This design comes from an exercise in tuning for a short achievable clock period and few clock cycles on the open sky130 flow, not from production work.
Function was checked by simulation only, so behaviour that the tests miss may differ from the original.

==> 12-19 <==
Design lc4_pipeline, start of the top module:
module lc4_pipeline (
   input  wire                 gwe,
   input  wire                 i_arst_n,
   output lc4_pkg::word_t      o_imem_addr,
   input  wire lc4_pkg::word_t i_imem_data,
   output lc4_pkg::word_t      o_dmem_addr,
   output logic                o_dmem_we,
   output lc4_pkg::word_t      o_dmem_wdata,
   input  wire lc4_pkg::word_t i_dmem_rdata,
   output lc4_pkg::stall_e     o_wb_stall,
   output lc4_pkg::word_t      o_wb_pc,
   output lc4_pkg::word_t      o_wb_insn,
   output logic                o_wb_rf_we,
   output lc4_pkg::rsel_t      o_wb_rf_wsel,
   output lc4_pkg::word_t      o_wb_rf_wdata,
   output logic                o_wb_nzp_we,
   output lc4_pkg::nzp_t       o_wb_nzp
);
==> module lc4_alu, before the edit <==
module lc4_alu (
   input  wire [15:0] i_m,
   input  wire [15:0] i_mb,
   input  wire [15:0] i_ld,
   input  wire [15:0] i_a,
   input  wire [15:0] i_b,
   input  wire [15:0] i_sa_m, i_sa_l, i_sa_r,          
   input  wire [15:0] i_sb_m, i_sb_l, i_sb_r,
   input  wire [15:0] i_subv,                          
   input  wire        i_sub,
   input  wire        i_op_add, i_op_addxor, i_op_xor, i_op_and, i_op_or,
   input  wire        i_s_nxt,
   output wire [15:0] o_res,
   output wire [15:0] o_resb,
   output wire        o_zero
);
   wire [15:0] gn, tn, x, y0n, y1n, z0n, z1n, cn, e;
   wire [7:0]  za1, zl1;
   wire [3:0]  za2, zl2;
   wire [1:0]  za_n, zl_n;
   wire        z_add, z_log, sub_n;
   genvar i;
   generate
      for (i = 0; i < 16; i++) begin : bit_g
         lc4_alu_bit ub (
            .m(i_m[i]), .mb(i_mb[i]), .ld(i_ld[i]), .a_reg(i_a[i]), .b_reg(i_b[i]),
            .sub(i_subv[i]), .sa_m(i_sa_m[i]), .sa_l(i_sa_l[i]), .sa_r(i_sa_r[i]),
            .sb_m(i_sb_m[i]), .sb_l(i_sb_l[i]), .sb_r(i_sb_r[i]),
            .op_add(i_op_add), .op_addxor(i_op_addxor), .op_xor(i_op_xor),
            .op_and(i_op_and), .op_or(i_op_or), .s_nxt(i_s_nxt),
            .gn(gn[i]), .tn(tn[i]), .x(x[i]), .y0n(y0n[i]), .y1n(y1n[i]), .z0n(z0n[i]),
            .z1n(z1n[i])
         );
         lc4_c_mux2i ur (.s(cn[i]), .a0(y1n[i]), .a1(y0n[i]), .y(o_res[i]));
         lc4_c_mux2i uq (.s(cn[i]), .a0(z1n[i]), .a1(z0n[i]), .y(o_resb[i]));
         if (i == 0) begin : z0
            lc4_c_xnor2 ue (.a(x[i]), .b(i_sub), .y(e[i]));
         end else begin : zn
            lc4_c_xor2  ue (.a(x[i]), .b(tn[i-1]), .y(e[i]));
         end
      end
      for (i = 0; i < 8; i++) begin : zt1
         lc4_c_nand2 ua (.a(e[2*i]), .b(e[2*i+1]), .y(za1[i]));
         lc4_c_nand2 ul (.a(y0n[2*i]), .b(y0n[2*i+1]), .y(zl1[i]));
      end
      for (i = 0; i < 4; i++) begin : zt2
         lc4_c_nor2 ua (.a(za1[2*i]), .b(za1[2*i+1]), .y(za2[i]));
         lc4_c_nor2 ul (.a(zl1[2*i]), .b(zl1[2*i+1]), .y(zl2[i]));
      end
      for (i = 0; i < 2; i++) begin : zt3
         lc4_c_nand2 ua (.a(za2[2*i]), .b(za2[2*i+1]), .y(za_n[i]));
         lc4_c_nand2 ul (.a(zl2[2*i]), .b(zl2[2*i+1]), .y(zl_n[i]));
      end
   endgenerate
   lc4_c_nor2 uza (.a(za_n[0]), .b(za_n[1]), .y(z_add));
   lc4_c_nor2 uzl (.a(zl_n[0]), .b(zl_n[1]), .y(z_log));
   lc4_c_mux2 uz  (.s(i_op_add), .a0(z_log), .a1(z_add), .y(o_zero));
   lc4_c_inv uci (.a(i_sub), .y(sub_n));
   lc4_ks_carry_n uc (.gn({gn[14:0], sub_n}), .tn({tn[14:0], 1'b1}), .cn(cn));
endmodule
make LEC_CHECK=0 CAP_MARGIN=20 CORE_MARGIN=2 CORE_UTILIZATION=40 SETUP_SLACK_MARGIN=3.0 SLEW_MARGIN=20 SYNTH_HIERARCHICAL=1 SYNTH_MINIMUM_KEEP_SIZE=0 finish   # period 5.0 ns
run.sh (not shown) runs the stock make flow with config.mk's settings and CLKGATE_MAP_FILE= SYNTH_SCRIPT=/design/flow/synth_recipe.tcl, a recipe that flattens the netlist after the stock synthesis.
==> 05-26: changes against 12-19 <==
--- a/flow/design.v
+++ b/flow/design.v
@@ -326,19 +326,18 @@
    input  wire m_setcc,       
    input  wire n, z,          
    input  wire mn, mz, mp,    
    input  wire misw,          
    input  wire stall,
    input  wire boot,
-   input  wire [15:0] fi,     
+   input  wire f_pred,        
+   input  wire f_j,           
    output wire mis,
    output wire s_malt, s_alt, s_hold, s_t9, s_t11, s_seq
 );
-   wire mis_m, f_pred, f_j;
-   lc4_fpred up (.i(fi), .y(f_pred));
-   assign f_j    = fi[15];
+   wire mis_m;
    assign mis_m  = n ? mn : (z ? mz : mp);
    assign mis    = !mislate && brv && (m_setcc ? mis_m : misw);
    assign s_malt = mislate;
    assign s_alt  = mis;
    assign s_hold = !mislate && !mis && (stall || !boot);
    assign s_t9   = !mislate && !mis && !stall && boot && f_pred && !f_j;
@@ -454,12 +453,15 @@
    assign f_sub      = f_arith && !fi[5] && fi[4:3] == 2'b10;
    assign f_we       = f_arith_ok || f_logic || f_ldr || f_const;
    assign f_use_rs   = f_arith_ok || f_logic || f_ldr || f_str;
    assign f_use_rt   = (f_arith_ok || f_logic) && !fi[5] && !f_not;
    assign f_triv     = fi[15] ? (fi[10:0] == 11'd0) : (fi[8:0] == 9'd0);
    lc4_fpred u_fpred (.i(fi), .y(f_pred));
+   logic [1:0] f_pred2;
+   lc4_fpred u_fp0 (.i(fi), .y(f_pred2[0]));
+   lc4_fpred u_fp1 (.i(fi), .y(f_pred2[1]));
    assign f_imm_b    = (f_ldr || f_str) ? {{10{fi[5]}}, fi[5:0]} :
                        f_const          ? {{7{fi[8]}}, fi[8:0]} :
                        f_not            ? 16'hFFFF :
                                           {{11{fi[4]}}, fi[4:0]};
    assign f_rs1h     = onehot(fi[8:6]);
    assign f_rt1h     = onehot(fi[2:0]);
@@ -485,31 +487,31 @@
       end
    end
    logic       w_wv;   
    logic [3:0] a_ld4, a_m4, a_w4, a_rf4, b_ld4, b_m4, b_w4, b_rf4, s_ld4, s_m4, s_w4, s_rf4;
    genvar gi;
    generate
-      for (gi = 0; gi < 4; gi++) begin : ops
+      for (gi = 0; gi < 2; gi++) begin : ops
          lc4_opsel u_a (.r(fi[8:6]), .use_r(f_use_rs), .mv(m_setcc), .mld(m_ld), .mrd(m_rd),
                         .wv(w_wv), .wrd(w_rd), .s_ld(a_ld4[gi]), .s_m(a_m4[gi]),
                         .s_w(a_w4[gi]), .s_rf(a_rf4[gi]));
          lc4_opsel u_b (.r(fi[2:0]), .use_r(f_use_rt), .mv(m_setcc), .mld(m_ld), .mrd(m_rd),
                         .wv(w_wv), .wrd(w_rd), .s_ld(b_ld4[gi]), .s_m(b_m4[gi]),
                         .s_w(b_w4[gi]), .s_rf(b_rf4[gi]));
          lc4_opsel u_s (.r(fi[11:9]), .use_r(1'b1), .mv(m_setcc), .mld(m_ld), .mrd(m_rd),
                         .wv(w_wv), .wrd(w_rd), .s_ld(s_ld4[gi]), .s_m(s_m4[gi]),
                         .s_w(s_w4[gi]), .s_rf(s_rf4[gi]));
       end
       for (gi = 0; gi < 16; gi++) begin : opv
-         assign a_nxt[gi]  = (a_ld4[gi/4] & i_dmem_rdata[gi]) | (a_m4[gi/4] & m_res[gi]) |
-                             (a_w4[gi/4] & w_val[gi]) | (a_rf4[gi/4] & rf_s[gi]);
-         assign b_nxt[gi]  = (b_ld4[gi/4] & i_dmem_rdata[gi]) | (b_m4[gi/4] & m_res[gi]) |
-                             (b_w4[gi/4] & w_val[gi]) | (b_rf4[gi/4] & rf_t[gi]) |
+         assign a_nxt[gi]  = (a_ld4[gi/8] & i_dmem_rdata[gi]) | (a_m4[gi/8] & m_res[gi]) |
+                             (a_w4[gi/8] & w_val[gi]) | (a_rf4[gi/8] & rf_s[gi]);
+         assign b_nxt[gi]  = (b_ld4[gi/8] & i_dmem_rdata[gi]) | (b_m4[gi/8] & m_res[gi]) |
+                             (b_w4[gi/8] & w_val[gi]) | (b_rf4[gi/8] & rf_t[gi]) |
                              (!f_use_rt & f_imm_b[gi]);
-         assign sd_nxt[gi] = (s_ld4[gi/4] & i_dmem_rdata[gi]) | (s_m4[gi/4] & m_res[gi]) |
-                             (s_w4[gi/4] & w_val[gi]) | (s_rf4[gi/4] & rf_d[gi]);
+         assign sd_nxt[gi] = (s_ld4[gi/8] & i_dmem_rdata[gi]) | (s_m4[gi/8] & m_res[gi]) |
+                             (s_w4[gi/8] & w_val[gi]) | (s_rf4[gi/8] & rf_d[gi]);
       end
    endgenerate
    logic bpa_nxt, bpb_nxt, bla_nxt, blb_nxt;
    assign bpa_nxt = f_use_rs && x_valid && x_we && !x_ld && (fi[8:6] == x_rd);
    assign bpb_nxt = f_use_rt && x_valid && x_we && !x_ld && (fi[2:0] == x_rd);
    assign bla_nxt = f_use_rs && x_valid && x_ld && (fi[8:6] == x_rd);
@@ -556,22 +558,23 @@
    logic [7:0]  s_malt, s_alt, s_hold, s_t9, s_t11, s_seq, mis_c;
    logic [15:0] pc_nxt, pc_nxt_o, pc_nxt_a, x_res_o;
    logic [15:0] pc_hold;
    logic        s_malt_c, s_alt_c, s_hold_c, s_t9_c, s_t11_c, s_seq_c;
    lc4_fsel u_fsel_c (
       .mislate(m_misl), .brv(x_brv), .m_setcc(m_setcc), .n(m_res[15]), .z(m_z), .mn(x_mn), .mz(x_mz),
-      .mp(x_mp), .misw(x_misw), .stall(r_replay), .boot(r_boot), .fi(fi),
-      .mis(x_mis), .s_malt(s_malt_c), .s_alt(s_alt_c), .s_hold(s_hold_c), .s_t9(s_t9_c), .s_t11(s_t11_c),
+      .mp(x_mp), .misw(x_misw), .stall(r_replay), .boot(r_boot), .f_pred(f_pred),
+      .f_j(fi[15]), .mis(x_mis), .s_malt(s_malt_c), .s_alt(s_alt_c), .s_hold(s_hold_c), .s_t9(s_t9_c), .s_t11(s_t11_c),
       .s_seq(s_seq_c)
    );
    generate
       for (gi = 0; gi < 8; gi++) begin : fs
          lc4_fsel u_fsel (
             .mislate(m_misl), .brv(x_brv), .m_setcc(m_setcc), .n(m_res[15]), .z(m_z), .mn(x_mn), .mz(x_mz),
-            .mp(x_mp), .misw(x_misw), .stall(r_replay), .boot(r_boot), .fi(fi),
-            .mis(mis_c[gi]), .s_malt(s_malt[gi]), .s_alt(s_alt[gi]), .s_hold(s_hold[gi]),
+            .mp(x_mp), .misw(x_misw), .stall(r_replay), .boot(r_boot),
+            .f_pred(f_pred2[gi/4]), .f_j(fi[15]), .mis(mis_c[gi]), .s_malt(s_malt[gi]),
+            .s_alt(s_alt[gi]), .s_hold(s_hold[gi]),
             .s_t9(s_t9[gi]), .s_t11(s_t11[gi]), .s_seq(s_seq[gi])
          );
       end
    endgenerate
    generate
       for (gi = 0; gi < 16; gi++) begin : pcm
==> 11-25: changes against 12-19 <==
--- a/flow/design.v
+++ b/flow/design.v
@@ -274,15 +274,13 @@
    input  wire        i_s_nxt,
    output wire [15:0] o_res,
    output wire [15:0] o_resb,
    output wire        o_zero
 );
    wire [15:0] gn, tn, x, y0n, y1n, z0n, z1n, cn, e;
-   wire [7:0]  za1, zl1;
-   wire [3:0]  za2, zl2;
-   wire [1:0]  za_n, zl_n;
+   wire [3:0]  za_n, zl_n;
    wire        z_add, z_log, sub_n;
    genvar i;
    generate
       for (i = 0; i < 16; i++) begin : bit_g
          lc4_alu_bit ub (
             .m(i_m[i]), .mb(i_mb[i]), .ld(i_ld[i]), .a_reg(i_a[i]), .b_reg(i_b[i]),
@@ -298,27 +296,20 @@
          if (i == 0) begin : z0
             lc4_c_xnor2 ue (.a(x[i]), .b(i_sub), .y(e[i]));
          end else begin : zn
             lc4_c_xor2  ue (.a(x[i]), .b(tn[i-1]), .y(e[i]));
          end
       end
-      for (i = 0; i < 8; i++) begin : zt1
-         lc4_c_nand2 ua (.a(e[2*i]), .b(e[2*i+1]), .y(za1[i]));
-         lc4_c_nand2 ul (.a(y0n[2*i]), .b(y0n[2*i+1]), .y(zl1[i]));
-      end
-      for (i = 0; i < 4; i++) begin : zt2
-         lc4_c_nor2 ua (.a(za1[2*i]), .b(za1[2*i+1]), .y(za2[i]));
-         lc4_c_nor2 ul (.a(zl1[2*i]), .b(zl1[2*i+1]), .y(zl2[i]));
-      end
-      for (i = 0; i < 2; i++) begin : zt3
-         lc4_c_nand2 ua (.a(za2[2*i]), .b(za2[2*i+1]), .y(za_n[i]));
-         lc4_c_nand2 ul (.a(zl2[2*i]), .b(zl2[2*i+1]), .y(zl_n[i]));
+      for (i = 0; i < 4; i++) begin : zt
+         lc4_c_nand4 ua (.a(e[4*i]), .b(e[4*i+1]), .c(e[4*i+2]), .d(e[4*i+3]), .y(za_n[i]));
+         lc4_c_nand4 ul (.a(y0n[4*i]), .b(y0n[4*i+1]), .c(y0n[4*i+2]), .d(y0n[4*i+3]),
+                         .y(zl_n[i]));
       end
    endgenerate
-   lc4_c_nor2 uza (.a(za_n[0]), .b(za_n[1]), .y(z_add));
-   lc4_c_nor2 uzl (.a(zl_n[0]), .b(zl_n[1]), .y(z_log));
+   lc4_c_nor4 uza (.a(za_n[0]), .b(za_n[1]), .c(za_n[2]), .d(za_n[3]), .y(z_add));
+   lc4_c_nor4 uzl (.a(zl_n[0]), .b(zl_n[1]), .c(zl_n[2]), .d(zl_n[3]), .y(z_log));
    lc4_c_mux2 uz  (.s(i_op_add), .a0(z_log), .a1(z_add), .y(o_zero));
    lc4_c_inv uci (.a(i_sub), .y(sub_n));
    lc4_ks_carry_n uc (.gn({gn[14:0], sub_n}), .tn({tn[14:0], 1'b1}), .cn(cn));
 endmodule
 module lc4_fsel (
    input  wire mislate,       
==> 02-27: changes against 12-19 <==
--- a/flow/design.v
+++ b/flow/design.v
@@ -274,15 +274,13 @@
    input  wire        i_s_nxt,
    output wire [15:0] o_res,
    output wire [15:0] o_resb,
    output wire        o_zero
 );
    wire [15:0] gn, tn, x, y0n, y1n, z0n, z1n, cn, e;
-   wire [7:0]  za1, zl1;
-   wire [3:0]  za2, zl2;
-   wire [1:0]  za_n, zl_n;
+   wire [3:0]  za_n, zl_n;
    wire        z_add, z_log, sub_n;
    genvar i;
    generate
       for (i = 0; i < 16; i++) begin : bit_g
          lc4_alu_bit ub (
             .m(i_m[i]), .mb(i_mb[i]), .ld(i_ld[i]), .a_reg(i_a[i]), .b_reg(i_b[i]),
@@ -298,27 +296,20 @@
          if (i == 0) begin : z0
             lc4_c_xnor2 ue (.a(x[i]), .b(i_sub), .y(e[i]));
          end else begin : zn
             lc4_c_xor2  ue (.a(x[i]), .b(tn[i-1]), .y(e[i]));
          end
       end
-      for (i = 0; i < 8; i++) begin : zt1
-         lc4_c_nand2 ua (.a(e[2*i]), .b(e[2*i+1]), .y(za1[i]));
-         lc4_c_nand2 ul (.a(y0n[2*i]), .b(y0n[2*i+1]), .y(zl1[i]));
-      end
-      for (i = 0; i < 4; i++) begin : zt2
-         lc4_c_nor2 ua (.a(za1[2*i]), .b(za1[2*i+1]), .y(za2[i]));
-         lc4_c_nor2 ul (.a(zl1[2*i]), .b(zl1[2*i+1]), .y(zl2[i]));
-      end
-      for (i = 0; i < 2; i++) begin : zt3
-         lc4_c_nand2 ua (.a(za2[2*i]), .b(za2[2*i+1]), .y(za_n[i]));
-         lc4_c_nand2 ul (.a(zl2[2*i]), .b(zl2[2*i+1]), .y(zl_n[i]));
+      for (i = 0; i < 4; i++) begin : zt
+         lc4_c_nand4 ua (.a(e[4*i]), .b(e[4*i+1]), .c(e[4*i+2]), .d(e[4*i+3]), .y(za_n[i]));
+         lc4_c_nand4 ul (.a(y0n[4*i]), .b(y0n[4*i+1]), .c(y0n[4*i+2]), .d(y0n[4*i+3]),
+                         .y(zl_n[i]));
       end
    endgenerate
-   lc4_c_nor2 uza (.a(za_n[0]), .b(za_n[1]), .y(z_add));
-   lc4_c_nor2 uzl (.a(zl_n[0]), .b(zl_n[1]), .y(z_log));
+   lc4_c_nor4 uza (.a(za_n[0]), .b(za_n[1]), .c(za_n[2]), .d(za_n[3]), .y(z_add));
+   lc4_c_nor4 uzl (.a(zl_n[0]), .b(zl_n[1]), .c(zl_n[2]), .d(zl_n[3]), .y(z_log));
    lc4_c_mux2 uz  (.s(i_op_add), .a0(z_log), .a1(z_add), .y(o_zero));
    lc4_c_inv uci (.a(i_sub), .y(sub_n));
    lc4_ks_carry_n uc (.gn({gn[14:0], sub_n}), .tn({tn[14:0], 1'b1}), .cn(cn));
 endmodule
 module lc4_fsel (
    input  wire mislate,       
@@ -351,30 +342,12 @@
 );
    wire c, brc;
    assign c   = !i[13] && !i[12];
    assign brc = (i[8] && (i[11] || i[10] || i[9])) || (i[9] && (i[11] || i[10]));
    assign y   = c && ((i[15] && i[14] && i[11]) || (!i[15] && !i[14] && brc));
 endmodule
-module lc4_opsel (
-   input  wire [2:0] r,       
-   input  wire       use_r,   
-   input  wire       mv,      
-   input  wire       mld,     
-   input  wire [2:0] mrd,
-   input  wire       wv,      
-   input  wire [2:0] wrd,
-   output wire       s_ld, s_m, s_w, s_rf
-);
-   wire mh, wh;
-   assign mh   = mv && r == mrd;
-   assign wh   = wv && r == wrd;
-   assign s_ld = use_r && mh && mld;
-   assign s_m  = use_r && mh && !mld;
-   assign s_w  = use_r && !mh && wh;
-   assign s_rf = use_r && !mh && !wh;
-endmodule
 `timescale 1ns/100ps
 `default_nettype none
 module lc4_pipeline (
    input  wire                 gwe,
    input  wire                 i_arst_n,
    output lc4_pkg::word_t      o_imem_addr,
@@ -468,56 +441,59 @@
    assign f_off11 = {{5{fi[10]}}, fi[10:0]};
    lc4_add16 u_t9   (.a(pc_a), .b(f_off9),  .ci(1'b1), .s(f_tgt9));
    lc4_add16 u_t11  (.a(pc_a), .b(f_off11), .ci(1'b1), .s(f_tgt11));
    lc4_inc16 u_inc  (.a(pc), .s(pc_p1));
    logic        stall, r_replay;
    logic [15:0] r_rpc;
-   assign stall = r_boot && x_valid && x_ld && f_sub && (fi[2:0] == x_rd);
+   assign stall = r_boot && x_valid && x_ld && f_sub && |(f_rt1h & x_rd1h);
+   logic        mh_s, mh_t, mh_d, wh_s, wh_t, wh_d;
+   logic        a_ld, a_m, a_w, a_rf, b_ld, b_m, b_w, b_rf, b_im, s_ld, s_m, s_w, s_rf;
    logic [15:0] rf_s, rf_t, rf_d;
    logic [15:0] a_nxt, b_nxt, sd_nxt;
    always_comb begin
       rf_s = '0;
       rf_t = '0;
       rf_d = '0;
       for (int k = 0; k < 8; k++) begin
          rf_s = rf_s | (f_rs1h[k] ? rf[k] : 16'd0);
          rf_t = rf_t | (f_rt1h[k] ? rf[k] : 16'd0);
          rf_d = rf_d | (f_rd1h[k] ? rf[k] : 16'd0);
       end
    end
-   logic       w_wv;   
-   logic [3:0] a_ld4, a_m4, a_w4, a_rf4, b_ld4, b_m4, b_w4, b_rf4, s_ld4, s_m4, s_w4, s_rf4;
-   genvar gi;
-   generate
-      for (gi = 0; gi < 4; gi++) begin : ops
-         lc4_opsel u_a (.r(fi[8:6]), .use_r(f_use_rs), .mv(m_setcc), .mld(m_ld), .mrd(m_rd),
-                        .wv(w_wv), .wrd(w_rd), .s_ld(a_ld4[gi]), .s_m(a_m4[gi]),
-                        .s_w(a_w4[gi]), .s_rf(a_rf4[gi]));
-         lc4_opsel u_b (.r(fi[2:0]), .use_r(f_use_rt), .mv(m_setcc), .mld(m_ld), .mrd(m_rd),
-                        .wv(w_wv), .wrd(w_rd), .s_ld(b_ld4[gi]), .s_m(b_m4[gi]),
-                        .s_w(b_w4[gi]), .s_rf(b_rf4[gi]));
-         lc4_opsel u_s (.r(fi[11:9]), .use_r(1'b1), .mv(m_setcc), .mld(m_ld), .mrd(m_rd),
-                        .wv(w_wv), .wrd(w_rd), .s_ld(s_ld4[gi]), .s_m(s_m4[gi]),
-                        .s_w(s_w4[gi]), .s_rf(s_rf4[gi]));
-      end
-      for (gi = 0; gi < 16; gi++) begin : opv
-         assign a_nxt[gi]  = (a_ld4[gi/4] & i_dmem_rdata[gi]) | (a_m4[gi/4] & m_res[gi]) |
-                             (a_w4[gi/4] & w_val[gi]) | (a_rf4[gi/4] & rf_s[gi]);
-         assign b_nxt[gi]  = (b_ld4[gi/4] & i_dmem_rdata[gi]) | (b_m4[gi/4] & m_res[gi]) |
-                             (b_w4[gi/4] & w_val[gi]) | (b_rf4[gi/4] & rf_t[gi]) |
-                             (!f_use_rt & f_imm_b[gi]);
-         assign sd_nxt[gi] = (s_ld4[gi/4] & i_dmem_rdata[gi]) | (s_m4[gi/4] & m_res[gi]) |
-                             (s_w4[gi/4] & w_val[gi]) | (s_rf4[gi/4] & rf_d[gi]);
-      end
-   endgenerate
+   assign mh_s = m_valid && m_we && |(f_rs1h & m_rd1h);
+   assign mh_t = m_valid && m_we && |(f_rt1h & m_rd1h);
+   assign mh_d = m_valid && m_we && |(f_rd1h & m_rd1h);
+   assign wh_s = w_valid && w_we && |(f_rs1h & w_rd1h);
+   assign wh_t = w_valid && w_we && |(f_rt1h & w_rd1h);
+   assign wh_d = w_valid && w_we && |(f_rd1h & w_rd1h);
+   assign a_ld = f_use_rs && mh_s && m_ld;
+   assign a_m  = f_use_rs && mh_s && !m_ld;
+   assign a_w  = f_use_rs && !mh_s && wh_s;
+   assign a_rf = f_use_rs && !mh_s && !wh_s;
+   assign b_ld = f_use_rt && mh_t && m_ld;
+   assign b_m  = f_use_rt && mh_t && !m_ld;
+   assign b_w  = f_use_rt && !mh_t && wh_t;
+   assign b_rf = f_use_rt && !mh_t && !wh_t;
+   assign b_im = !f_use_rt;
+   assign s_ld = mh_d && m_ld;
+   assign s_m  = mh_d && !m_ld;
+   assign s_w  = !mh_d && wh_d;
+   assign s_rf = !mh_d && !wh_d;
+   assign a_nxt  = ({16{a_ld}} & i_dmem_rdata) | ({16{a_m}} & m_res) |
+                   ({16{a_w}} & w_val) | ({16{a_rf}} & rf_s);
+   assign b_nxt  = ({16{b_ld}} & i_dmem_rdata) | ({16{b_m}} & m_res) |
+                   ({16{b_w}} & w_val) | ({16{b_rf}} & rf_t) | ({16{b_im}} & f_imm_b);
+   assign sd_nxt = ({16{s_ld}} & i_dmem_rdata) | ({16{s_m}} & m_res) |
+                   ({16{s_w}} & w_val) | ({16{s_rf}} & rf_d);
    logic bpa_nxt, bpb_nxt, bla_nxt, blb_nxt;
-   assign bpa_nxt = f_use_rs && x_valid && x_we && !x_ld && (fi[8:6] == x_rd);
-   assign bpb_nxt = f_use_rt && x_valid && x_we && !x_ld && (fi[2:0] == x_rd);
-   assign bla_nxt = f_use_rs && x_valid && x_ld && (fi[8:6] == x_rd);
-   assign blb_nxt = f_use_rt && x_valid && x_ld && (fi[2:0] == x_rd);
+   assign bpa_nxt = f_use_rs && x_valid && x_we && !x_ld && |(f_rs1h & x_rd1h);
+   assign bpb_nxt = f_use_rt && x_valid && x_we && !x_ld && |(f_rt1h & x_rd1h);
+   assign bla_nxt = f_use_rs && x_valid && x_ld && |(f_rs1h & x_rd1h);
+   assign blb_nxt = f_use_rt && x_valid && x_ld && |(f_rt1h & x_rd1h);
    logic [NS-1:0] sa_m_nxt, sa_l_nxt, sa_r_nxt, sb_m_nxt, sb_l_nxt, sb_r_nxt, sub_nxt;
+   genvar gi;
    generate
       for (gi = 0; gi < NS; gi++) begin : sel
          lc4_c_buf  u_sam (.a(bpa_nxt), .y(sa_m_nxt[gi]));
          lc4_c_buf  u_sal (.a(bla_nxt), .y(sa_l_nxt[gi]));
          lc4_c_nor2 u_sar (.a(bpa_nxt), .b(bla_nxt), .y(sa_r_nxt[gi]));
          lc4_c_buf  u_sbm (.a(bpb_nxt), .y(sb_m_nxt[gi]));
@@ -644,13 +620,13 @@
       x_sa_l   <= sa_l_nxt;
       x_sa_r   <= sa_r_nxt;
       x_sb_m   <= sb_m_nxt;
       x_sb_l   <= sb_l_nxt;
       x_sb_r   <= sb_r_nxt;
       x_subc   <= sub_nxt;
-      x_bps    <= f_str && x_valid && x_we && (fi[11:9] == x_rd);
+      x_bps    <= f_str && x_valid && x_we && |(f_rd1h & x_rd1h);
       x_alt    <= f_pred ? pc_p1 : f_tgt9;
       x_we     <= f_we;
       x_ld     <= f_ldr;
       x_st     <= f_str;
       x_mn     <= fi[11] != f_pred;
       x_mz     <= fi[10] != f_pred;
@@ -678,13 +654,12 @@
       m_alt   <= x_alt;
       m_ld   <= x_ld;
       m_rd   <= x_rd;
       m_rd1h <= x_rd1h;
       w_val  <= m_ld ? i_dmem_rdata : m_res;
       w_we   <= m_we;
-      w_wv   <= m_setcc;
       w_rd   <= m_rd;
       w_rd1h <= m_rd1h;
       o_wb_pc       <= m_pc;
       o_wb_insn     <= m_insn;
       o_wb_rf_wsel  <= m_rd;
       o_wb_rf_wdata <= m_val_o;
==> results.txt <==
item	05-26	02-27	11-25	12-19
Run status	finished clean	finished clean	finished clean	finished clean
Clock buffers created by TritonCTS	57	58	58	59
Final clock skew	18.6 ps	21.8 ps	48.9 ps	34.5 ps
Row Count	95	96	97	97
RePlAce Congestion	0.960	0.983	0.924	0.928
Inverters	141	140	154	155
Count of buffers not belonging to the clock network in the layout	306	384	362	351
Total met2 wirelength after detailed routing	44600 µm	47300 µm	47800 µm	49200 µm
Critical Path Source	i_imem_data[12]	i_imem_data[11]	x_subc[2]	i_imem_data[13]
Number of buffers added for setup after CTS	77	124	77	99
Tmin final	2280 ps	2210 ps	2210 ps	2270 ps
Initial drt markers	2817	2261	2635	2689
Number of cells on the critical path	11	10	9	11
Number of well taps	873	931	940	940
Total Wirelength	97900 µm	108000 µm	104000 µm	106000 µm
Register-to-register path setup slack	2870 ps	2900 ps	2790 ps	2860 ps
Testbench counts of 12-19, summed over its fixed seeds: cycles 9,161.
Testbench counts of 05-26, summed over its fixed seeds: cycles 9,161.
Testbench counts of 11-25, summed over its fixed seeds: cycles 9,161.
Testbench counts of 02-27, summed over its fixed seeds: cycles 9,161.

## port drivers added, routing unchanged
How much do the figures lean on ideal ports? The routed layouts below were timed once more, with nothing changed but the port constraints.
Step 1, drivers: a clkbuf_16 drives gwe and a buf_2 each remaining input, both assumed.
Step 2 adds t to the input delays and takes it off the output delays; t is the mean of the earliest and latest rising clock arrival at the registers after step 1. Input paths then give back, and output paths get back, about the clock's delay inside the block.
Slacks: ideal ports / drivers / drivers and shift; pairs: ideal ports / drivers.
run | shift t [ns] | slack for setup (ns) | worst setup path at the end | slew at the worst register clock pin (ns)
12-19 | 0.696 | 2.725 / 2.688 / 1.992 | input to register | 0.07 / 0.07
05-26 | 0.685 | 2.720 / 2.720 / 2.035 | input to register | 0.07 / 0.07
11-25 | 0.688 | 2.790 / 2.759 / 2.071 | input to register | 0.07 / 0.07
02-27 | 0.686 | 2.795 / 2.625 / 1.939 | input to register | 0.07 / 0.07
After both steps every run listed still meets setup and hold. For 02-27, which loses most, drivers alone change the setup slack by -0.170 ns; drivers and shift together by -0.856 ns.
